Context: an optimization exercise on an open-source flow, tuned for small area, a short achievable clock period and few clock cycles per item. The choices shown serve that exercise and are no tape-out recipe.
Where RTL was checked, it was by simulation tests only, not by an equivalence proof against the original.
Only the layout flow was run in run 1; the RTL was not checked for function there.

==> design/flow/run.sh <==
#!/bin/bash
# synth_recipe.tcl (not shown) runs the flow's synth.tcl, then flattens the netlist and writes it again
# the make line also repeats each setting of config.mk as NAME=value (left out here)
make -C /OpenROAD-flow-scripts/flow DESIGN_CONFIG=/design/flow/config.mk WORK_HOME=/design/flow/orfs CLKGATE_MAP_FILE= SYNTH_SCRIPT=/design/flow/synth_recipe.tcl finish
==> design/flow/constraint.sdc <==
create_clock -name core_clock -period 7.5 [get_ports {clk}]
set_input_delay 1.5000 -clock core_clock [delete_from_list [all_inputs] [get_ports {clk}]]
set_output_delay 1.5000 -clock core_clock [all_outputs]
set_load 0.01 [all_outputs]
==> design/flow/config.mk <==
export PLATFORM = sky130hd
export DESIGN_NAME = median_filter_range_scaler
export DESIGN_NICKNAME = median_filter_range_scaler
export VERILOG_FILES = /design/flow/design.v
export SDC_FILE = /design/flow/constraint.sdc
export NUM_CORES = 4
export LEC_CHECK = 0
export CAP_MARGIN = 20
export CORE_MARGIN = 2
export CORE_UTILIZATION = 40
export PLACE_DENSITY = 0.6
export SLEW_MARGIN = 20
==> design/flow/design.v <==
package mfrs_pkg;
	localparam int WINDOW      = 5;
	localparam int SAMPLE_BITS = 10;
	localparam int REG_W       = 11;
	localparam int VAL_W       = 12;
	localparam int SLOT_W = (WINDOW > 1) ? $clog2(WINDOW) : 1;
	localparam int CNT_W  = $clog2(WINDOW + 1);
	localparam int MEDIAN_RANK = WINDOW / 2;
	localparam int CMP_W    = (SAMPLE_BITS > REG_W) ? SAMPLE_BITS : REG_W;
	localparam int PROD_W   = SAMPLE_BITS + REG_W;
	localparam int DIV_W    = PROD_W + (PROD_W % 2);
	localparam int DIV_STEPS = DIV_W / 2;
	localparam int STEP_W   = $clog2(DIV_STEPS);
	localparam int VAL_MAX_I = 2 ** (VAL_W - 1) - 1;
	localparam int VAL_MIN_MAG = 2 ** (VAL_W - 1);
	localparam int QUEUE_DEPTH = 2;
	localparam int QPTR_W = $clog2(QUEUE_DEPTH);
	localparam int QCNT_W = $clog2(QUEUE_DEPTH + 1);
	localparam int APB_DATA_W = 32;
	localparam int APB_ADDR_W = 5;
	localparam int REG_IDX_W  = 3;
	localparam logic [REG_IDX_W-1:0] REG_INPUT_LOW     = 3'd0;
	localparam logic [REG_IDX_W-1:0] REG_INPUT_HIGH    = 3'd1;
	localparam logic [REG_IDX_W-1:0] REG_OUTPUT_LOW    = 3'd2;
	localparam logic [REG_IDX_W-1:0] REG_OUTPUT_HIGH   = 3'd3;
	localparam logic [REG_IDX_W-1:0] REG_INVERT_ENABLE = 3'd4;
	localparam logic [REG_IDX_W-1:0] REG_DIGITAL_MODE  = 3'd5;
	localparam logic [REG_W-1:0] RST_INPUT_LOW   = 11'd0;
	localparam logic [REG_W-1:0] RST_INPUT_HIGH  = 11'd1024;
	localparam logic [REG_W-1:0] RST_OUTPUT_LOW  = 11'd0;
	localparam logic [REG_W-1:0] RST_OUTPUT_HIGH = 11'd127;
	typedef struct packed {
		logic [REG_W-1:0] input_low;
		logic [REG_W-1:0] input_high;
		logic [REG_W-1:0] output_low;
		logic [REG_W-1:0] output_high;
		logic             invert_enable;
		logic             digital_mode;
	} mfrs_cfg_t;
	localparam logic [1:0] F_IDLE = 2'd0;
	localparam logic [1:0] F_RANK = 2'd1;
	localparam logic [1:0] F_PUSH = 2'd2;
	localparam logic [2:0] B_IDLE = 3'd0;
	localparam logic [2:0] B_MUL  = 3'd1;
	localparam logic [2:0] B_DIV  = 3'd2;
	localparam logic [2:0] B_FIX  = 3'd3;
	localparam logic [2:0] B_OUT  = 3'd4;
endpackage
import mfrs_pkg::*;
module median_filter_range_scaler
(
	input  logic                  clk,
	input  logic                  arst_n,
	input  logic                  sample_valid,
	output logic                  sample_ready,
	input  logic [SAMPLE_BITS-1:0] sample,
	output logic                  result_valid,
	input  logic                  result_ready,
	output logic [SAMPLE_BITS-1:0] result_filtered,
	output logic signed [VAL_W-1:0] result_value,
	output logic                  result_valid_res,
	input  logic                  psel,
	input  logic                  penable,
	input  logic                  pwrite,
	input  logic [APB_ADDR_W-1:0] paddr,
	input  logic [APB_DATA_W-1:0] pwdata,
	output logic [APB_DATA_W-1:0] prdata,
	output logic                  pready
);
	localparam logic [10:0] CUT     = 11'b00010001000;
	localparam bit          CUT_MUL = 1'b1;
	mfrs_pkg::mfrs_cfg_t cfg_q;
	logic [REG_IDX_W-1:0] reg_idx;
	logic                 cfg_wr;
	assign pready  = 1'b1;
	assign reg_idx = paddr[APB_ADDR_W-1:2];
	assign cfg_wr  = psel && penable && pwrite;
	always_comb begin
		unique case (reg_idx)
			REG_INPUT_LOW:     prdata = APB_DATA_W'(cfg_q.input_low);
			REG_INPUT_HIGH:    prdata = APB_DATA_W'(cfg_q.input_high);
			REG_OUTPUT_LOW:    prdata = APB_DATA_W'(cfg_q.output_low);
			REG_OUTPUT_HIGH:   prdata = APB_DATA_W'(cfg_q.output_high);
			REG_INVERT_ENABLE: prdata = APB_DATA_W'(cfg_q.invert_enable);
			REG_DIGITAL_MODE:  prdata = APB_DATA_W'(cfg_q.digital_mode);
			default:           prdata = '0;
		endcase
	end
	always_ff @(posedge clk or negedge arst_n) begin
		if (!arst_n) begin
			cfg_q.input_low     <= RST_INPUT_LOW;
			cfg_q.input_high    <= RST_INPUT_HIGH;
			cfg_q.output_low    <= RST_OUTPUT_LOW;
			cfg_q.output_high   <= RST_OUTPUT_HIGH;
			cfg_q.invert_enable <= 1'b0;
			cfg_q.digital_mode  <= 1'b0;
		end else if (cfg_wr) begin
			unique case (reg_idx)
				REG_INPUT_LOW:     cfg_q.input_low     <= pwdata[REG_W-1:0];
				REG_INPUT_HIGH:    cfg_q.input_high    <= pwdata[REG_W-1:0];
				REG_OUTPUT_LOW:    cfg_q.output_low    <= pwdata[REG_W-1:0];
				REG_OUTPUT_HIGH:   cfg_q.output_high   <= pwdata[REG_W-1:0];
				REG_INVERT_ENABLE: cfg_q.invert_enable <= pwdata[0];
				REG_DIGITAL_MODE:  cfg_q.digital_mode  <= pwdata[0];
				default: ;
			endcase
		end
	end
	logic [REG_W-1:0] den_q;     
	logic [REG_W-1:0] mag_q;     
	logic             neg_q;     
	logic             szero_q;   
	logic [REG_W:0]   out_span;
	assign out_span = {1'b0, cfg_q.output_high} - {1'b0, cfg_q.output_low};
	always_ff @(posedge clk) begin
		den_q   <= cfg_q.input_high - cfg_q.input_low;
		mag_q   <= out_span[REG_W] ? REG_W'(-out_span) : out_span[REG_W-1:0];
		neg_q   <= out_span[REG_W];
		szero_q <= (cfg_q.input_high == cfg_q.input_low);
	end
	logic en;
	logic out_valid_q;
	assign en           = !out_valid_q || result_ready;
	assign sample_ready = en;
	logic take;
	assign take = sample_valid && en;
	logic [3:0][SAMPLE_BITS-1:0] win_q;
	logic [3:0][3:0]             ord_q;
	logic [3:0]                  le;      
	logic [4:0]                  pick;
	logic [SAMPLE_BITS-1:0]      med_in;
	function automatic logic two_of_four(input logic [3:0] b);
		two_of_four = ($countones(b) == 2);
	endfunction
	always_comb begin
		logic [3:0] bef;
		for (int j = 0; j < 4; j++)
			le[j] = (sample <= win_q[j]);
		pick[4] = two_of_four(~le);
		for (int i = 0; i < 4; i++) begin
			for (int j = 0; j < 4; j++) begin
				if (j == i)     bef[j] = le[i];
				else if (j < i) bef[j] = ord_q[j][i];
				else            bef[j] = !ord_q[i][j];
			end
			pick[i] = two_of_four(bef);
		end
		med_in = '0;
		for (int i = 0; i < 4; i++)
			med_in = med_in | (win_q[i] & {SAMPLE_BITS{pick[i]}});
		med_in = med_in | (sample & {SAMPLE_BITS{pick[4]}});
	end
	always_ff @(posedge clk or negedge arst_n) begin
		if (!arst_n) begin
			win_q <= '0;
			ord_q <= '1;
		end else if (take) begin
			win_q <= {win_q[2:0], sample};
			for (int i = 0; i < 3; i++)
				for (int j = i + 1; j < 3; j++)
					ord_q[i + 1][j + 1] <= ord_q[i][j];
			for (int j = 0; j < 3; j++)
				ord_q[0][j + 1] <= le[j];
		end
	end
	logic                   v1_q;
	logic [SAMPLE_BITS-1:0] med1_q;
	always_ff @(posedge clk or negedge arst_n) begin
		if (!arst_n) v1_q <= 1'b0;
		else if (en) v1_q <= take;
	end
	always_ff @(posedge clk) begin
		if (en) med1_q <= med_in;
	end
	localparam int SW = 1 + SAMPLE_BITS + 2 * REG_W;
	logic [SAMPLE_BITS-1:0] off1;
	logic                   inr1;
	logic [PROD_W-1:0]      prod1;
	logic [SW-1:0]          st [0:11];
	logic                   sv [0:11];
	always_comb begin
		off1  = med1_q - SAMPLE_BITS'(cfg_q.input_low);
		inr1  = ({1'b0, med1_q} >= cfg_q.input_low) && ({1'b0, med1_q} <= cfg_q.input_high) && !szero_q;
		prod1 = off1 * mag_q;
	end
	logic [SW-1:0] st0_d;
	assign st0_d = {inr1, med1_q, 1'b0, prod1[PROD_W-1:REG_W], prod1[REG_W-1:0]};
	if (CUT_MUL) begin : g_cut_mul
		always_ff @(posedge clk or negedge arst_n) begin
			if (!arst_n) sv[0] <= 1'b0;
			else if (en) sv[0] <= v1_q;
		end
		always_ff @(posedge clk) begin
			if (en) st[0] <= st0_d;
		end
	end else begin : g_nocut_mul
		assign sv[0] = v1_q;
		assign st[0] = st0_d;
	end
	for (genvar k = 0; k < 11; k++) begin : g_div
		logic [REG_W:0]   t;
		logic [REG_W+1:0] dif;
		logic             ge;
		logic [SW-1:0]    nxt;
		always_comb begin
			t   = {st[k][2*REG_W-1:REG_W], st[k][REG_W-1]};
			dif = {1'b0, t} - {2'b00, den_q};
			ge  = !dif[REG_W+1];
			nxt = {st[k][SW-1:2*REG_W],
			       ge ? dif[REG_W-1:0] : t[REG_W-1:0],
			       st[k][REG_W-2:0], ge};
		end
		if (CUT[k]) begin : g_reg
			always_ff @(posedge clk or negedge arst_n) begin
				if (!arst_n) sv[k + 1] <= 1'b0;
				else if (en) sv[k + 1] <= sv[k];
			end
			always_ff @(posedge clk) begin
				if (en) st[k + 1] <= nxt;
			end
		end else begin : g_wire
			assign sv[k + 1] = sv[k];
			assign st[k + 1] = nxt;
		end
	end
	logic                    scl;
	logic [SAMPLE_BITS-1:0]  medf;
	logic [REG_W-1:0]        quo;
	logic                    rnz;
	logic signed [VAL_W-1:0] qv;
	logic signed [VAL_W:0]   idf;
	logic [VAL_W:0]          iab;
	logic signed [VAL_W-1:0] fval;
	logic                    fvres;
	always_comb begin
		scl  = st[11][SW-1];
		medf = st[11][SW-2 -: SAMPLE_BITS];
		quo  = st[11][REG_W-1:0];
		rnz  = (st[11][2*REG_W-1:REG_W] != '0);
		qv   = neg_q ? VAL_W'(~{1'b0, quo} + VAL_W'(!rnz)) : $signed({1'b0, quo});
		idf  = $signed({qv[VAL_W-1], qv}) - $signed({2'b00, cfg_q.output_high});
		iab  = idf[VAL_W] ? (VAL_W + 1)'(-idf) : idf;
		if (cfg_q.digital_mode) begin
			fval  = (medf != '0) ? VAL_W'(1) : VAL_W'(-1);
			fvres = 1'b1;
		end else if (scl) begin
			if (cfg_q.invert_enable)
				fval = (iab > (VAL_W + 1)'(VAL_MAX_I)) ? VAL_W'(VAL_MAX_I) : $signed(iab[VAL_W-1:0]);
			else
				fval = qv;
			fvres = 1'b1;
		end else begin
			fval  = VAL_W'(-1);
			fvres = 1'b0;
		end
	end
	logic [SAMPLE_BITS-1:0]  out_filt_q;
	logic signed [VAL_W-1:0] out_value_q;
	logic                    out_vres_q;
	always_ff @(posedge clk or negedge arst_n) begin
		if (!arst_n) out_valid_q <= 1'b0;
		else if (en) out_valid_q <= sv[11];
	end
	always_ff @(posedge clk) begin
		if (en) begin
			out_filt_q  <= medf;
			out_value_q <= fval;
			out_vres_q  <= fvres;
		end
	end
	assign result_valid     = out_valid_q;
	assign result_filtered  = out_filt_q;
	assign result_value     = out_value_q;
	assign result_valid_res = out_vres_q;
endmodule
==> results of run 1 <==
cells in the mapped netlist, drive strengths merged (8+ instances only):
master and n:
a211oi 12, a21boi 11, a21o 29, a21oi 100, a221o 11, a22oi 26
a31oi 17, and2 47, and3 24, buf 35, clkbuf 53, dfrtp 83
dfstp 14, dfxtp 24, edfxtp 131, fa 90, ha 284, inv 279
mux2 64, mux2i 22, mux4 10, nand2 233, nand2b 23, nand3 45
nand4 8, nor2 125, nor2b 65, nor3 47, nor3b 10, nor4 11
o2111ai 8, o21a 43, o21ai 165, o21bai 16, o221ai 11, o311ai 9
o31a 9, o31ai 20, or2 10, or3 20, or4 9, xnor2 96
xor2 42
worst max-delay path, delay by kind of cell (launching register included):
family | cells | cell delay (ns)
AO/OA/AOI/OAI | 14 | 2.78
XOR/XNOR | 2 | 0.24
adder cells (fa/ha/maj) | 4 | 0.99
buffers and inverters | 15 | 1.90
flip-flops | 1 | 0.45
multiplexers | 1 | 0.17
AND/OR/NAND/NOR | 11 | 2.19
registers in the layout (all words and copies together) (netlist names), 3 cells and up:
| register | flops |
|---|---|
| st | 98 |
| cfg_q | 46 |
| win_q | 40 |
| out_value_q | 12 |
| den_q | 11 |
| mag_q | 11 |
| med1_q | 10 |
| out_filt_q | 10 |
| ord_q | 6 |
| sv | 3 |
metal layers:
layer	wire length [um]	part of all wire, %	global-route usage (%)	up-vias
met2	32800	50	39.0	375
met1	27900	43	26.7	9729
met4	2370	3.6	7.25	0
met5	0	0	0	-
li1	-	-	-	9821
met3	2590	3.9	2.45	138
metrics by stage:
stage | setup WS, ns | hold WS [ns] | TNS [ns]
after floorplan | -1.08 | 0.400 | -25.86
after global placement | -1.33 | 0.401 | -41.02
after detailed placement | -1.69 | 0.405 | -46.52
after CTS | -1.28 | 0.416 | -26.79
after global routing | -1.86 | 0.425 | -42.76
final | -1.49 | 0.416 | -30.14
timing repair:
action | 4_1_cts | 5_1_grt
endpoints found under the setup margin | 35 | 39
endpoints found under the hold margin | 0 | 0
gates cloned | 2 | 1
pin swaps | 80 | 65
buffers inserted | 62 | 24
resized for setup | 141 | 86
kinds of logic (layout without fill, tap and decap cells):
logic type | count (synthesis) | count (layout) | synth area share, %
AOI/OAI and AO/OA | 548 | 549 | 15.7
xor gates and xnor gates | 138 | 138 | 5.23
adders and majority gates | 374 | 374 | 23.0
buffers and inverters | 368 | 905 | 6.45
DFF | 252 | 252 | 29.5
muxes | 96 | 96 | 5.11
other | 2 | 22 | 0.0323
and+or+nand+nor | 701 | 701 | 14.9
final cells by class:
type | count | area [um^2]
Clock inverter | 22 | 205
Multi-Input combinational cell | 1880 | 16300
Timing Repair Buffer | 569 | 4620
Clock buffer | 34 | 807
Fill cell | 5095 | 26800
Inverter | 280 | 1060
Tap cell | 765 | 957
Sequential cell | 252 | 6860
worst max-delay path by stage:
stage / startpoint / slack (ns) / endpoint / depth (start not counted)
finish: st[8][15] / -1.49 / out_value_q[6] / 47
floorplan: den_q[1] / -1.08 / out_value_q[10] / 39
detailed placement: st[8][10] / -1.69 / out_value_q[4] / 42
global placement: st[8][10] / -1.33 / out_value_q[10] / 39
CTS: st[8][10] / -1.28 / out_value_q[10] / 42
global route: st[8][10] / -1.86 / out_value_q[3] / 44
==> run_results.csv, run 1 <==
group,metric,value,unit
floorplanning,dieArea,60100,um^2
worst_setup_path,r2r_slack,-1.49,ns
sta,slew_headroom,29.4,%
sta,fmaxAchievable,0.111,GHz
logic_synthesis,syn_avg_cell_area,9.38,um^2
sta,final_max_slew_viol_count,0,
cts,path_clk_slew,0.06,ns
worst_hold_path,hold_class,"flip-flop to flip-flop",
worst_setup_path,rr_endpoint,"out_value_q[6]",
grt,grt_max_degree,79,
cts,clock_sinks,252,
cts,insertion_delay,0.60,ns
logic_synthesis,synth_cell_type_count,95,
cts,tritoncts,"built",
worst_setup_path,crit_path_frequent_cell,"buf_4",
logic_synthesis,synth_warnings,21,
cts,cts-buffers-inserted,30,
floorplanning,die_w,245,um
logic_synthesis,seq_area_frac_synth,29.5,%
sta,setup_viol,35,
drt,vias_per_cell,5.28,
logic_synthesis,synth.cell_area,23200,um^2
worst_setup_path,crit_fanout,8,
floorplanning,pin_count,112,
cts,cts-root-buf,"clkbuf_16",
placement,gp_congestion,0.903,
job,cap_violations,0,
logic_synthesis,synth_top_cell_by_area,"edfxtp_1",
worst_setup_path,worst_setup_path_start_kind,"flip-flop",
worst_setup_path,slowest_stage,"or4_4",
placement,hpwlAfterDp,50900,um
grt,grt_usage,21.6,%
floorplanning,core_area,57600,um^2
floorplanning,start_util,40.4,%
run_status,outcome,"finished with violations",
sta,setup_ws,-1.49,ns
placement,place_area,28100,um^2
logic_synthesis,ys_top_cells_by_area,"edfxtp_1, ha_1, dfrtp_1",
logic_synthesis,synth_ff_type,"edfxtp_1",
drt,drtIter0Drc,1087,
drt,detail-route-antenna-nets,0,
sta,hold_viol_final,0,
cts,htree_levels,1,
logic_synthesis,ys_ff_latch,252,
sta,fin_crit,8.99,ns
sta,fin_worst_skew,0.0286,ns
worst_setup_path,critPathRequiredTime,7.80,ns
layout,area_growth,32.3,%
worst_hold_path,hold_end,"st[8][27]",
layout,final_common_cell,"buf_4",
worst_setup_path,worstSetupPathType,"flip-flop to flip-flop",
drt,vias,20063,
placement,post-place-cells,3658,
sta,rsz0062_at_grt,"true",
layout,final_cells,3802,
grt,grt_pass1_vias,20580,
run_status,check.faults,"negative setup slack",
layout,num-nets-final,3441,
worst_setup_path,cp-end-kind,"flip-flop",
logic_synthesis,async_flop_share,38.5,%
placement,io_buffers,66,
layout,fin_area,30800,um^2
worst_setup_path,max_stage_delay,0.50,ns
layout,drive_above_1_share,28.6,%
drt,route.detailed.drc,0,
drt,post_drt_wl_per_cell,17.3,um
layout,final_cell_mix,"buf_4, inv_1, ha_1, nand2_1, o21ai_0",
grt,antenna_found_initial,0,
cts,hold_buffers,0,
logic_synthesis,syn_inst,2479,
worst_hold_path,hold_depth,0,
floorplanning,die_y,245,um
cts,cts_buffer_depth,3,
worst_setup_path,critPathArrivalTime,9.29,ns
floorplanning,rows,88,
drt,drt-pass1-iter-count,7,
layout,antenna_cells,0,
sta,tightest_slew,1.05,ns
grt,overflow,0,
grt,grt_pass1_wl,105000,um
logic_synthesis,synth_edf_count,131,
drt,totalWireLength,65600,um
layout,final_util,53.4,%
worst_hold_path,hold_start,"st[4][27]",
sta,period_share,120,%
worst_setup_path,reg2reg_depth,47,
logic_synthesis,synth_top_area_share,16.9,%
worst_setup_path,rr_startpoint,"st[8][15]",
==> inputs of run 2 (changes only) <==
--- a/design/flow/design.v
+++ b/design/flow/design.v
@@ -67,7 +67,7 @@
 	output logic [APB_DATA_W-1:0] prdata,
 	output logic                  pready
 );
-	localparam logic [10:0] CUT     = 11'b00010001000;
+	localparam logic [10:0] CUT     = 11'b01010101010;
 	localparam bit          CUT_MUL = 1'b1;
 	mfrs_pkg::mfrs_cfg_t cfg_q;
 	logic [REG_IDX_W-1:0] reg_idx;
@@ -130,7 +130,7 @@
 	logic [4:0]                  pick;
 	logic [SAMPLE_BITS-1:0]      med_in;
 	function automatic logic two_of_four(input logic [3:0] b);
-		two_of_four = ($countones(b) == 2);
+		two_of_four = ((3'(b[0]) + 3'(b[1]) + 3'(b[2]) + 3'(b[3])) == 3'd2);
 	endfunction
 	always_comb begin
 		logic [3:0] bef;
@@ -227,9 +227,12 @@
 	logic [SAMPLE_BITS-1:0]  medf;
 	logic [REG_W-1:0]        quo;
 	logic                    rnz;
-	logic signed [VAL_W-1:0] qv;
-	logic signed [VAL_W:0]   idf;
-	logic [VAL_W:0]          iab;
+	logic [VAL_W-1:0]        neg_plain;    
+	logic [VAL_W-1:0]        neg_inv;      
+	logic [VAL_W-1:0]        pos_inv;      
+	logic [VAL_W:0]          sum0, sum1;
+	logic [VAL_W-1:0]        inc;
+	logic [VAL_W:0]          dqo, doq;
 	logic signed [VAL_W-1:0] fval;
 	logic                    fvres;
 	always_comb begin
@@ -237,17 +240,25 @@
 		medf = st[11][SW-2 -: SAMPLE_BITS];
 		quo  = st[11][REG_W-1:0];
 		rnz  = (st[11][2*REG_W-1:REG_W] != '0);
-		qv   = neg_q ? VAL_W'(~{1'b0, quo} + VAL_W'(!rnz)) : $signed({1'b0, quo});
-		idf  = $signed({qv[VAL_W-1], qv}) - $signed({2'b00, cfg_q.output_high});
-		iab  = idf[VAL_W] ? (VAL_W + 1)'(-idf) : idf;
+		inc       = ~{1'b0, quo} + 1'b1;
+		neg_plain = rnz ? ~{1'b0, quo} : inc;
+		sum0      = {2'b00, quo} + {2'b00, cfg_q.output_high};
+		sum1      = {2'b00, quo} + {2'b00, cfg_q.output_high} + 1'b1;
+		neg_inv   = (rnz ? sum1[VAL_W-1] : sum0[VAL_W-1]) ? VAL_W'(VAL_MAX_I) :
+		            (rnz ? sum1[VAL_W-1:0] : sum0[VAL_W-1:0]);
+		dqo       = {2'b00, quo} - {2'b00, cfg_q.output_high};
+		doq       = {2'b00, cfg_q.output_high} - {2'b00, quo};
+		pos_inv   = dqo[VAL_W] ? doq[VAL_W-1:0] : dqo[VAL_W-1:0];
 		if (cfg_q.digital_mode) begin
 			fval  = (medf != '0) ? VAL_W'(1) : VAL_W'(-1);
 			fvres = 1'b1;
 		end else if (scl) begin
-			if (cfg_q.invert_enable)
-				fval = (iab > (VAL_W + 1)'(VAL_MAX_I)) ? VAL_W'(VAL_MAX_I) : $signed(iab[VAL_W-1:0]);
-			else
-				fval = qv;
+			unique case ({neg_q, cfg_q.invert_enable})
+				2'b00: fval = $signed({1'b0, quo});
+				2'b01: fval = pos_inv;
+				2'b10: fval = neg_plain;
+				default: fval = neg_inv;
+			endcase
 			fvres = 1'b1;
 		end else begin
 			fval  = VAL_W'(-1);
==> run_results.csv, run 2 <==
group,metric,value,unit
sta,final_max_slew_viol_count,0,
sta,setup_tns,0,ns
worst_setup_path,crit_family,"adder cells",
drt,vias_per_cell,5.34,
logic_synthesis,seq_area_frac_synth,37.0,%
logic_synthesis,synth_cell_type_count,86,
logic_synthesis,synth_ff_type,"edfxtp_1",
worst_setup_path,worst_setup_path_start_kind,"flip-flop",
sta,setup_ws,0.514,ns
layout,reg_top3,"st (197), cfg_q (46), win_q (40)",
drt,drt-pass1-iter-count,6,
floorplanning,rows,94,
floorplanning,die_w,263,um
placement,hpwlAfterDp,46800,um
layout,final.fill_count,6150,
drt,post_drt_wl_per_cell,17.0,um
sta,tightest_slew,1.14,ns
logic_synthesis,synth_warnings,15,
grt,grt_usage,18.0,%
worst_setup_path,crit_buf_inv,3,
logic_synthesis,yosysMostFrequentCell,"inv_1",
placement,dp_slack,0.201,ns
layout,multi_input_area,15400,um^2
logic_synthesis,synth_top_cell_by_area,"edfxtp_1",
worst_setup_path,critPathRequiredTime,7.80,ns
layout,final_common_cell,"inv_1",
floorplanning,pin_count,112,
cts,cts-root-buf,"clkbuf_16",
layout,drive_above_1_share,9.08,%
grt,grt_max_degree,147,
drt,route.detailed.drc,0,
worst_setup_path,max_stage_delay,0.55,ns
logic_synthesis,synth_edf_count,230,
drt,detail-route-antenna-nets,0,
sta,fin_worst_skew,0.0217,ns
drt,vias,19372,
cts,tritoncts,"built",
worst_hold_path,hold_class,"flip-flop to flip-flop",
job,cap_violations,0,
cts,hold_buffers,0,
floorplanning,dieArea,69100,um^2
layout,num-nets-final,3183,
worst_setup_path,crit_path_frequent_cell,"fa_1",
cts,cts-buffers-inserted,41,
sta,slew_headroom,23.7,%
layout,area_growth,11.4,%
placement,io_buffers,66,
cts,clock_sinks,354,
cts,htree_levels,2,
worst_setup_path,worstSetupPathType,"flip-flop to flip-flop",
sta,period_share,93.1,%
drt,drtIter0Drc,1318,
worst_setup_path,cp-end-kind,"flip-flop",
drt,totalWireLength,61800,um
logic_synthesis,yosys-top-cells-count,"inv_1, ha_1, nand2_1",
sta,rsz0062_at_grt,"false",
layout,regMostFlops,"st",
logic_synthesis,syn_avg_cell_area,10.1,um^2
logic_synthesis,synth.cell_area,26800,um^2
run_status,outcome,"finished clean",
worst_setup_path,crit_fanout,8,
placement,gp_congestion,0.889,
worst_setup_path,critPathArrivalTime,7.28,ns
grt,overflow,0,
grt,grt_pass1_wl,102000,um
logic_synthesis,ys_top_cells_by_area,"edfxtp_1, ha_1, dfrtp_1",
logic_synthesis,ys_ff_latch,354,
cts,cts_buffer_depth,3,
sta,fin_crit,6.99,ns
floorplanning,start_util,40.5,%
cts,path_clk_slew,0.06,ns
sta,hold_viol_final,0,
sta,setup_viol,0,
grt,grt_pass1_vias,19693,
layout,final_cell_mix,"inv_1, ha_1, nand2_1, edfxtp_1, o21ai_0",
sta,fmaxAchievable,0.143,GHz
logic_synthesis,syn_inst,2666,
floorplanning,core_area,66100,um^2
layout,largest_reg_flops,197,
cts,insertion_delay,0.56,ns
grt,antenna_found_initial,1,
floorplanning,die_y,263,um
layout,final_util,45.2,%
logic_synthesis,synth_top_area_share,25.8,%
logic_synthesis,async_flop_share,28.2,%
worst_setup_path,slowest_stage,"fa_1",
layout,seq_area,9910,um^2
## run 2: changes by cell type after synthesis, moves of 11 or more
cell	before	now
edfxtp_1	131	230
inv_1	278	320
mux2_2	57	89
a21oi_1	100	122
nand3_1	45	23
ha_1	284	304
o21ai_0	164	183
a21boi_0	11	29
o21a_1	43	27
a21o_1	29	41
nor2_1	123	135
a22oi_1	26	15
## run 2: what timing repair did
item	4_1_cts	5_1_grt
gates resized for setup	0	8
setup endpoints to repair	0	4
buffers inserted	0	0
## run 2: cell families (layout without fill, tap and decap cells)
| family | count (synthesis) | count (layout) | synth area share [%] |
|---|---|---|---|
| AOI/OAI and AO/OA | 563 | 563 | 13.5 |
| muxes | 124 | 124 | 5.51 |
| adders and majority gates | 396 | 396 | 21.1 |
| other | 2 | 23 | 0.0280 |
| buffers and inverters | 412 | 491 | 6.25 |
| xor gates and xnor gates | 130 | 130 | 4.25 |
| DFF | 354 | 354 | 37.0 |
| and+or+nand+nor | 685 | 685 | 12.4 |
## run 2: final timing paths
path / start / end / slack (ns) / depth (start not counted)
max: med1_q[1] / st[0][19] / 0.51 / 27
min: st[6][2] / st[8][4] / 0.42 / 0
max reg2reg: med1_q[1] / st[0][19] / 0.51 / 27
min reg2reg: st[6][2] / st[8][4] / 0.42 / 0
max in group asynchronous: arst_n / cfg_q[0] / 5.37 / 2
min in group asynchronous: arst_n / out_valid_q / 0.90 / 1
## run 2: worst register-to-register path, delay by kind of cell (launching register included)
family | cells | cell delay [ns]
and+or+nand+nor | 6 | 0.89
DFF | 1 | 0.45
adders and majority gates | 7 | 2.94
AOI/OAI and AO/OA | 10 | 1.98
xor gates and xnor gates | 1 | 0.16
buffers and inverters | 3 | 0.30
## run 2: area by class of cell
class / count / area share [%]
inverters: 321 / 4.04
clock inverters: 22 / 0.960
well taps: 864 / 3.62
flip-flops and latches: 354 / 33.2
multi-input cells: 1920 / 51.5
diodes: 1 / 0.00838
clock buffers: 53 / 3.76
repair buffers: 95 / 2.98
## run 2: through the flow
stage / cells / hold WS (ns) / area [um^2]
after detailed placement: 3554 / 0.405 / 28400
after global routing: 3629 / 0.417 / 29900
after floorplan: 2686 / 0.400 / 26900
final: 3630 / 0.416 / 29900
after CTS: 3629 / 0.417 / 29800
after global placement: 3553 / 0.402 / 28400
## run 2: metal layers
metal / wire length (um) / vias to the layer above / share of wire [%] / GRT usage (%)
met5: 0 / - / 0 / 0
met4: 1510 / 0 / 2.4 / 5.85
met3: 2770 / 91 / 4.5 / 2.47
met2: 29400 / 411 / 48 / 30.5
met1: 28100 / 9433 / 45 / 23.9
li1: - / 9437 / - / -
Testbench counts of run 2, summed over its fixed seeds: cycles 4,096, items 3,840.
==> inputs of run 3 (changes only) <==
--- a/design/flow/design.v
+++ b/design/flow/design.v
@@ -67,8 +67,10 @@
 	output logic [APB_DATA_W-1:0] prdata,
 	output logic                  pready
 );
-	localparam logic [10:0] CUT     = 11'b01010101010;
-	localparam bit          CUT_MUL = 1'b1;
+	localparam bit CUT_P = 1'b1;
+	localparam int KSTEPS = 3;
+	localparam int KXW    = 33;
+	localparam int KCYC   = KXW / KSTEPS;
 	mfrs_pkg::mfrs_cfg_t cfg_q;
 	logic [REG_IDX_W-1:0] reg_idx;
 	logic                 cfg_wr;
@@ -120,10 +122,60 @@
 	end
 	logic en;
 	logic out_valid_q;
+	logic kbusy_q;
 	assign en           = !out_valid_q || result_ready;
-	assign sample_ready = en;
+	assign sample_ready = en && !kbusy_q;
 	logic take;
-	assign take = sample_valid && en;
+	assign take = sample_valid && sample_ready;
+	logic [REG_W-1:0] kr_q;
+	logic [KXW-1:0]   kx_q;
+	logic [3:0]       kcnt_q;
+	logic             kpend_q, kinit_q;
+	logic             kwr;
+	logic [REG_W-1:0] kr_n;
+	logic [KXW-1:0]   kx_n;
+	assign kwr = cfg_wr && !reg_idx[2];
+	always_comb begin
+		logic [REG_W:0]   t;
+		logic [REG_W+1:0] dif;
+		if (kinit_q) begin
+			kr_n = '0;
+			kx_n = {1'b0, mag_q, 10'b0, neg_q ? REG_W'(0) : REG_W'(den_q - 1'b1)};
+		end else begin
+			kr_n = kr_q;
+			kx_n = kx_q;
+		end
+		for (int k = 0; k < KSTEPS; k++) begin
+			t    = {kr_n, kx_n[KXW-1]};
+			dif  = {1'b0, t} - {2'b00, den_q};
+			kx_n = {kx_n[KXW-2:0], !dif[REG_W+1]};
+			kr_n = dif[REG_W+1] ? t[REG_W-1:0] : dif[REG_W-1:0];
+		end
+	end
+	always_ff @(posedge clk or negedge arst_n) begin
+		if (!arst_n) begin
+			kpend_q <= 1'b1;
+			kinit_q <= 1'b0;
+			kbusy_q <= 1'b1;
+			kcnt_q  <= '0;
+		end else begin
+			kpend_q <= kwr;
+			kinit_q <= kpend_q && !kwr;
+			if (kwr) begin
+				kbusy_q <= 1'b1;
+				kcnt_q  <= '0;
+			end else if (kbusy_q && !kpend_q) begin
+				kcnt_q <= kcnt_q + 1'b1;
+				if (kcnt_q == 4'(KCYC - 1)) kbusy_q <= 1'b0;
+			end
+		end
+	end
+	always_ff @(posedge clk) begin
+		if (kbusy_q && !kpend_q) begin
+			kr_q <= kr_n;
+			kx_q <= kx_n;
+		end
+	end
 	logic [3:0][SAMPLE_BITS-1:0] win_q;
 	logic [3:0][3:0]             ord_q;
 	logic [3:0]                  le;      
@@ -172,56 +224,29 @@
 	always_ff @(posedge clk) begin
 		if (en) med1_q <= med_in;
 	end
-	localparam int SW = 1 + SAMPLE_BITS + 2 * REG_W;
 	logic [SAMPLE_BITS-1:0] off1;
 	logic                   inr1;
-	logic [PROD_W-1:0]      prod1;
-	logic [SW-1:0]          st [0:11];
-	logic                   sv [0:11];
+	logic [31:0]            prod1;
+	logic [22:0]            p_d;     
+	logic [22:0]            p_q;
+	logic                   pv;
 	always_comb begin
 		off1  = med1_q - SAMPLE_BITS'(cfg_q.input_low);
 		inr1  = ({1'b0, med1_q} >= cfg_q.input_low) && ({1'b0, med1_q} <= cfg_q.input_high) && !szero_q;
-		prod1 = off1 * mag_q;
-	end
-	logic [SW-1:0] st0_d;
-	assign st0_d = {inr1, med1_q, 1'b0, prod1[PROD_W-1:REG_W], prod1[REG_W-1:0]};
-	if (CUT_MUL) begin : g_cut_mul
+		prod1 = {22'b0, off1} * kx_q[31:0];
+		p_d   = {inr1, med1_q, prod1[31:21], (prod1[20:0] != '0)};
+	end
+	if (CUT_P) begin : g_cut_p
 		always_ff @(posedge clk or negedge arst_n) begin
-			if (!arst_n) sv[0] <= 1'b0;
-			else if (en) sv[0] <= v1_q;
+			if (!arst_n) pv <= 1'b0;
+			else if (en) pv <= v1_q;
 		end
 		always_ff @(posedge clk) begin
-			if (en) st[0] <= st0_d;
-		end
-	end else begin : g_nocut_mul
-		assign sv[0] = v1_q;
-		assign st[0] = st0_d;
-	end
-	for (genvar k = 0; k < 11; k++) begin : g_div
-		logic [REG_W:0]   t;
-		logic [REG_W+1:0] dif;
-		logic             ge;
-		logic [SW-1:0]    nxt;
-		always_comb begin
-			t   = {st[k][2*REG_W-1:REG_W], st[k][REG_W-1]};
-			dif = {1'b0, t} - {2'b00, den_q};
-			ge  = !dif[REG_W+1];
-			nxt = {st[k][SW-1:2*REG_W],
-			       ge ? dif[REG_W-1:0] : t[REG_W-1:0],
-			       st[k][REG_W-2:0], ge};
-		end
-		if (CUT[k]) begin : g_reg
-			always_ff @(posedge clk or negedge arst_n) begin
-				if (!arst_n) sv[k + 1] <= 1'b0;
-				else if (en) sv[k + 1] <= sv[k];
-			end
-			always_ff @(posedge clk) begin
-				if (en) st[k + 1] <= nxt;
-			end
-		end else begin : g_wire
-			assign sv[k + 1] = sv[k];
-			assign st[k + 1] = nxt;
-		end
+			if (en) p_q <= p_d;
+		end
+	end else begin : g_nocut_p
+		assign pv  = v1_q;
+		assign p_q = p_d;
 	end
 	logic                    scl;
 	logic [SAMPLE_BITS-1:0]  medf;
@@ -236,10 +261,10 @@
 	logic signed [VAL_W-1:0] fval;
 	logic                    fvres;
 	always_comb begin
-		scl  = st[11][SW-1];
-		medf = st[11][SW-2 -: SAMPLE_BITS];
-		quo  = st[11][REG_W-1:0];
-		rnz  = (st[11][2*REG_W-1:REG_W] != '0);
+		scl  = p_q[22];
+		medf = p_q[21:12];
+		quo  = p_q[11:1];
+		rnz  = p_q[0];
 		inc       = ~{1'b0, quo} + 1'b1;
 		neg_plain = rnz ? ~{1'b0, quo} : inc;
 		sum0      = {2'b00, quo} + {2'b00, cfg_q.output_high};
@@ -270,7 +295,7 @@
 	logic                    out_vres_q;
 	always_ff @(posedge clk or negedge arst_n) begin
 		if (!arst_n) out_valid_q <= 1'b0;
-		else if (en) out_valid_q <= sv[11];
+		else if (en) out_valid_q <= pv;
 	end
 	always_ff @(posedge clk) begin
 		if (en) begin
--- a/design/flow/config.mk
+++ b/design/flow/config.mk
@@ -9,4 +9,5 @@
 export CORE_MARGIN = 2
 export CORE_UTILIZATION = 40
 export PLACE_DENSITY = 0.6
+export SETUP_SLACK_MARGIN = 1.5
 export SLEW_MARGIN = 20
==> run_results.csv, run 3 <==
group,metric,value,unit
drt,routed.top_layer,"met5",
floorplanning,start_util,40.4,%
drt,vias,18351,
worst_setup_path,worstSetupPathType,"flip-flop to flip-flop",
placement,io_buffers,66,
sta,rsz0062_at_grt,"true",
layout,final_util,47.7,%
drt,route.detailed.drc,0,
logic_synthesis,synthMuxAreaShare,5.09,%
logic_synthesis,synth_top_area_share,17.8,%
drt,drt-pass1-iter-count,5,
drt,vias_per_cell,5.27,
grt,grt_max_degree,82,
worst_setup_path,worst_setup_path_start_kind,"flip-flop",
logic_synthesis,syn_avg_cell_area,9.37,um^2
sta,hold_viol_final,0,
layout,num-nets-final,3164,
layout,drive_above_1_share,17.5,%
worst_setup_path,critPathRequiredTime,7.75,ns
cts,cts_buffer_depth,3,
job,cap_violations,0,
layout,fin_area,28100,um^2
cts,insertion_delay,0.56,ns
cts,tritoncts,"built",
logic_synthesis,synth_compound_area_share,11.9,%
logic_synthesis,yosysMostFrequentCell,"inv_1",
sta,final_max_slew_viol_count,0,
cts,clock_sinks,226,
sta,fmaxAchievable,0.142,GHz
logic_synthesis,yosys-top-cells-count,"inv_1, nand2_1, fa_1",
worst_setup_path,r2r_slack,0.48,ns
logic_synthesis,synth.cell_area,23800,um^2
drt,wl_met1,27400,um
layout,final_cell_mix,"inv_1, nand2_1, fa_1, ha_1, buf_4",
logic_synthesis,synth_top_family_by_area,"adder cells",
floorplanning,die_y,248,um
worst_setup_path,reg2reg_depth,27,
worst_setup_path,crit_fanout,4,
logic_synthesis,synth_edf_count,100,
worst_setup_path,rr_startpoint,"med1_q[1]",
logic_synthesis,ys_ff_latch,226,
floorplanning,rows,89,
sta,setup_tns,0,ns
drt,met3_length,3130,um
logic_synthesis,syn_inst,2539,
sta,setup_viol,0,
layout,final_cells,3483,
logic_synthesis,synthAdderAreaFrac,28.8,%
sta,fin_worst_skew,0.0273,ns
drt,wl_met2,29800,um
cts,cts-root-buf,"clkbuf_16",
cts,path_clk_slew,0.07,ns
drt,post_drt_wl_per_cell,17.8,um
sta,fin_crit,7.02,ns
layout,reg_top3,"cfg_q (46), win_q (40), kx_q (33)",
logic_synthesis,synth_ff_type,"edfxtp_1",
run_status,outcome,"finished clean",
floorplanning,dieArea,61400,um^2
placement,hpwlAfterDp,47700,um
layout,regMostFlops,"cfg_q",
logic_synthesis,async_flop_share,45.1,%
logic_synthesis,synth_top_cell_by_area,"fa_1",
layout,largest_reg_flops,46,
cts,cts-buffers-inserted,26,
worst_setup_path,critPathLaunch,"med1_q[1]",
placement,post-place-cells,3365,
grt,antenna_found_initial,1,
grt,grt_usage,20.6,%
logic_synthesis,synthSimpleGateAreaFrac,15.5,%
logic_synthesis,synth_warnings,1,
floorplanning,die_w,248,um
drt,detail-route-antenna-nets,0,
placement,gp_congestion,0.907,
floorplanning,core_area,58900,um^2
worst_setup_path,critPathArrivalTime,7.27,ns
sta,slew_headroom,35.0,%
layout,area_growth,18.2,%
grt,overflow,0,
placement,dp_slack,0.0836,ns
logic_synthesis,ys_top_cells_by_area,"fa_1, edfxtp_1, ha_1",
worst_hold_path,hold_class,"flip-flop to flip-flop",
sta,tightest_slew,0.970,ns
sta,holdWs,0.452,ns
logic_synthesis,seq_area_frac_synth,25.5,%
logic_synthesis,synth-xor-area-share,4.57,%
layout,final_common_cell,"inv_1",
drt,drtIter0Drc,1093,
grt,grt_pass1_vias,18974,
drt,totalWireLength,62000,um
worst_setup_path,rr_endpoint,"p_q[0]",
worst_setup_path,cp-end-kind,"flip-flop",
grt,grt_pass1_wl,101000,um
floorplanning,pin_count,112,
sta,period_share,93.6,%
worst_setup_path,cp-endpoint,"p_q[0]",
sta,setup_ws,0.482,ns
logic_synthesis,synth_cell_type_count,87,
cts,htree_levels,1,
placement,place_area,25900,um^2
run 3: changes by cell type in the layout (fill, tap and decap cells not counted), moves of 24 or more:
cell and delta:
mux2_2 -30, nor2_1 -49, fa_1 +110, nand2_1 -24, nand2b_1 +25, edfxtp_1 -130
inv_1 +64, o21ai_0 -61, a21oi_1 -38, buf_4 +102, and2_1 +65, ha_1 -120
run 3: metal layers:
metal / GRT usage, % / up-vias
li1: - / 8658
met1: 27.7 / 9164
met2: 35.0 / 437
met3: 2.31 / 90
met4: 5.85 / 2
met5: 0 / -
run 3: critical path, cell delays in order (launching register included):
cell and delay (ns):
edfxtp_1 0.48, ha_4 0.21, or2_4 0.23, o221a_4 0.25, o21ai_4 0.16, a21oi_2 0.08, o21ai_2 0.21, a211o_1 0.25
nand3_4 0.13, and2_4 0.20, fa_1 0.48, inv_1 0.05, fa_1 0.44, fa_1 0.51, inv_2 0.04, fa_1 0.48
inv_1 0.05, fa_1 0.49, inv_2 0.05, ha_4 0.28, o221ai_2 0.08, a31oi_1 0.19, o221ai_1 0.14, or4_4 0.56
a2111oi_4 0.21, nand3_1 0.14, nor3_2 0.14, nand3_2 0.19
run 3: worst min-delay path by stage:
| stage | from | depth (start not counted) | end | slack, ns |
|---|---|---|---|---|
| 4_1_cts | p_q[18] | 0 | out_filt_q[6] | 0.45 |
| 5_1_grt | p_q[18] | 0 | out_filt_q[6] | 0.46 |
| 6_report | p_q[18] | 0 | out_filt_q[6] | 0.45 |
| 2_1_floorplan | med1_q[0] | 0 | p_q[12] | 0.43 |
| 3_3_place_gp | p_q[20] | 0 | out_filt_q[8] | 0.44 |
| 3_5_place_dp | p_q[18] | 0 | out_filt_q[6] | 0.44 |
run 3: final cells by class:
cell class,instances,area [um^2]
fillers,5522,30800
well taps,773,967
diodes,1,2.50
repair buffers,219,1930
inverters,400,1500
flip-flops and latches,226,6060
clock buffers,30,708
multi-input cells,1816,16800
clock inverters,18,126
run 3: what timing repair did:
action	CTS	global route
cloned	1	0
gates resized for setup	113	48
setup buffers	43	24
hold buffers	0	0
pin swaps	59	58
endpoints found under the setup margin	24	24
run 3: kinds of logic after synthesis:
group,count (synthesis)
AOI/OAI and AO/OA,438
xor gates and xnor gates,120
adders and majority gates,421
buffers and inverters,518
DFF,226
muxes,98
other,2
and+or+nand+nor,716
Testbench counts of run 3, summed over its fixed seeds: cycles 4,096, items 3,840.
==> inputs of run 4 (changes only) <==
--- a/design/flow/config.mk
+++ b/design/flow/config.mk
@@ -9,5 +9,4 @@
 export CORE_MARGIN = 2
 export CORE_UTILIZATION = 40
 export PLACE_DENSITY = 0.6
-export SETUP_SLACK_MARGIN = 1.5
 export SLEW_MARGIN = 20
==> run_results.csv, run 4 <==
group,metric,value,unit
cts,cts-root-buf,"clkbuf_16",
worst_setup_path,worst_setup_path_start_kind,"flip-flop",
cts,cts_buffer_depth,3,
worst_hold_path,hold_start,"pv",
floorplanning,dieArea,61400,um^2
worst_setup_path,rr_startpoint,"cfg_q[37]",
grt,overflow,0,
cts,hold_buffers,0,
worst_setup_path,cp-end-kind,"flip-flop",
logic_synthesis,yosys-top-cells-count,"inv_1, nand2_1, fa_1",
floorplanning,core_area,58900,um^2
sta,slew_headroom,31.1,%
sta,fin_crit,7.22,ns
logic_synthesis,synth_top_area_share,17.8,%
grt,grt_pass1_wl,100000,um
floorplanning,die_w,248,um
layout,drive_above_1_share,13.0,%
worst_hold_path,hold_end,"pv",
run_status,outcome,"finished clean",
logic_synthesis,synth_warnings,1,
drt,vias_per_cell,5.22,
sta,hold_viol_final,0,
logic_synthesis,synth_edf_count,100,
drt,detail-route-antenna-nets,0,
worst_setup_path,crit_path_frequent_cell,"fa_1",
placement,hpwlAfterDp,48700,um
drt,drt-pass1-iter-count,5,
layout,final_cell_mix,"inv_1, nand2_1, fa_1, ha_1, and2_1",
worst_setup_path,reg2reg_depth,28,
logic_synthesis,yosysMostFrequentCell,"inv_1",
drt,totalWireLength,62000,um
layout,final_util,46.1,%
cts,insertion_delay,0.57,ns
floorplanning,die_y,248,um
layout,area_growth,14.3,%
worst_hold_path,hold_depth,2,
sta,setup_tns,0,ns
layout,num-nets-final,3140,
grt,grt_usage,20.5,%
drt,drtIter0Drc,1066,
cts,tritoncts,"built",
cts,htree_levels,1,
layout,largest_reg_flops,46,
logic_synthesis,async_flop_share,45.1,%
grt,grt_pass1_vias,18785,
logic_synthesis,syn_inst,2539,
cts,path_clk_slew,0.06,ns
floorplanning,rows,89,
cts,clock_sinks,226,
sta,fin_worst_skew,0.0207,ns
layout,regMostFlops,"cfg_q",
drt,vias,18059,
worst_setup_path,crit_fanout,12,
layout,final_common_cell,"inv_1",
drt,post_drt_wl_per_cell,17.9,um
worst_setup_path,critPathArrivalTime,7.53,ns
logic_synthesis,synth_ff_type,"edfxtp_1",
worst_setup_path,rr_endpoint,"p_q[4]",
drt,route.detailed.drc,0,
sta,setup_viol,0,
logic_synthesis,synth.cell_area,23800,um^2
logic_synthesis,synth_top_cell_by_area,"fa_1",
layout,reg_top3,"cfg_q (46), win_q (40), kx_q (33)",
worst_setup_path,max_stage_delay,0.56,ns
worst_hold_path,hold_class,"flip-flop to flip-flop",
job,cap_violations,0,
worst_setup_path,slowest_stage,"fa_1",
worst_setup_path,r2r_slack,0.28,ns
logic_synthesis,syn_avg_cell_area,9.37,um^2
sta,fmaxAchievable,0.138,GHz
floorplanning,pin_count,112,
logic_synthesis,ys_top_cells_by_area,"fa_1, edfxtp_1, ha_1",
sta,tightest_slew,1.03,ns
worst_setup_path,critPathRequiredTime,7.81,ns
grt,antenna_found_initial,0,
placement,gp_congestion,0.877,
layout,antenna_cells,0,
worst_setup_path,worstSetupPathType,"flip-flop to flip-flop",
placement,io_buffers,66,
logic_synthesis,ys_ff_latch,226,
floorplanning,start_util,40.4,%
logic_synthesis,synth_cell_type_count,87,
sta,final_max_slew_viol_count,0,
grt,grt_max_degree,82,
sta,period_share,96.3,%
cts,cts-buffers-inserted,25,
logic_synthesis,seq_area_frac_synth,25.5,%
-- run 4: cell count changes in the layout (fill, tap and decap cells not counted), sizes merged --
cell | previous run | this run
inv | 402 | 407
clkbuf | 30 | 29
a31o | 7 | 6
bufinv | 0 | 2
diode | 1 | 0
clkinvlp | 3 | 1
buf | 154 | 132
clkinv | 13 | 7
-- run 4: area by class of cell --
type	instances	area (um^2)
Multi-Input combinational cell	1815	16000
Clock inverter	17	184
Sequential cell	226	6060
Clock buffer	29	714
Fill cell	5629	31700
Inverter	400	1500
Timing Repair Buffer	197	1720
Tap cell	773	967
-- run 4: through the flow --
| step | hold slack [ns] | setup slack (ns) | cells | instance area, um^2 |
|---|---|---|---|---|
| 3_3_place_gp | 0.438 | -0.223 | 3407 | 26000 |
| 4_1_cts | 0.464 | 0.00316 | 3453 | 26900 |
| 3_5_place_dp | 0.445 | -0.200 | 3407 | 26000 |
| 2_1_floorplan | 0.426 | 0.112 | 2559 | 23900 |
| 5_1_grt | 0.474 | -0.0456 | 3457 | 27200 |
| 6_report | 0.463 | 0.277 | 3457 | 27200 |
-- run 4: how the worst max path moves through the flow --
stage	start	end	cells after the start	slack [ns]
after CTS	cfg_q[35]	p_q[0]	29	0.003
after floorplan	kinit_q	kr_q[10]	33	0.11
after global routing	cfg_q[35]	p_q[0]	28	-0.05
after global placement	cfg_q[37]	p_q[0]	29	-0.22
final	cfg_q[37]	p_q[4]	28	0.28
after detailed placement	cfg_q[37]	p_q[0]	29	-0.20
-- run 4: timing repair --
action / in CTS / in global routing
setup buffers: 0 / 4
gates cloned: 0 / 1
resized for setup: 14 / 53
pin swaps: 2 / 23
setup endpoints to repair: 16 / 21
-- run 4: worst max-delay path: cells and delay by family (launching register included) --
| kind | cells | cell delay [ns] |
|---|---|---|
| fa+ha+maj | 7 | 2.97 |
| simple gates | 5 | 1.25 |
| compound gates | 7 | 1.23 |
| buf+inv | 8 | 0.99 |
| flops | 1 | 0.36 |
| xor+xnor | 1 | 0.14 |
-- run 4: metal layers --
metal,global-route usage (%),wire length [um]
met1,27.8,27700
met2,35.6,30500
met3,1.94,2780
met4,4.07,1030
met5,0,0
-- run 4: cell families (layout without fill, tap and decap cells) --
logic type      Yosys count  after routing  synth area share (%)
flops                   226            226                  25.5
mux                      98             98                  5.09
buf+inv                 518            643                  8.67
compound gates          438            438                  11.9
other cells               2             22                0.0316
fa+ha+maj               421            421                  28.8
xor+xnor                120            120                  4.57
simple gates            716            716                  15.5

[re-timing with driven ports]
How much do the figures lean on ideal ports? The routed layouts below were timed once more, with nothing changed but the port constraints.
Step 1: set_driving_cell puts a clkbuf_16 on clk and a buf_2 on each other input, an assumption about the parent block.
Step 2 adds t to the input delays and takes it off the output delays; t is the mean of the earliest and latest rising clock arrival at the registers after step 1. Input paths then give back, and output paths get back, about the clock's delay inside the block.
Three values: ideal ports, drivers, drivers and shift; two values: the first two.
run | t, ns | slack for setup (ns) | worst setup path after step 2 | clock arrival spread, ns | cell pins on the clock port's net
run 1 | 0.637 | -1.491 / -1.491 / -1.491 | register to register | 0.031 / 0.031 | 1
run 2 | 0.615 | 0.514 / 0.514 / 0.514 | register to register | 0.022 / 0.021 | 1
run 3 | 0.601 | 0.482 / 0.482 / 0.482 | register to register | 0.028 / 0.028 | 1
run 4 | 0.613 | 0.277 / 0.277 / 0.277 | register to register | 0.021 / 0.021 | 1
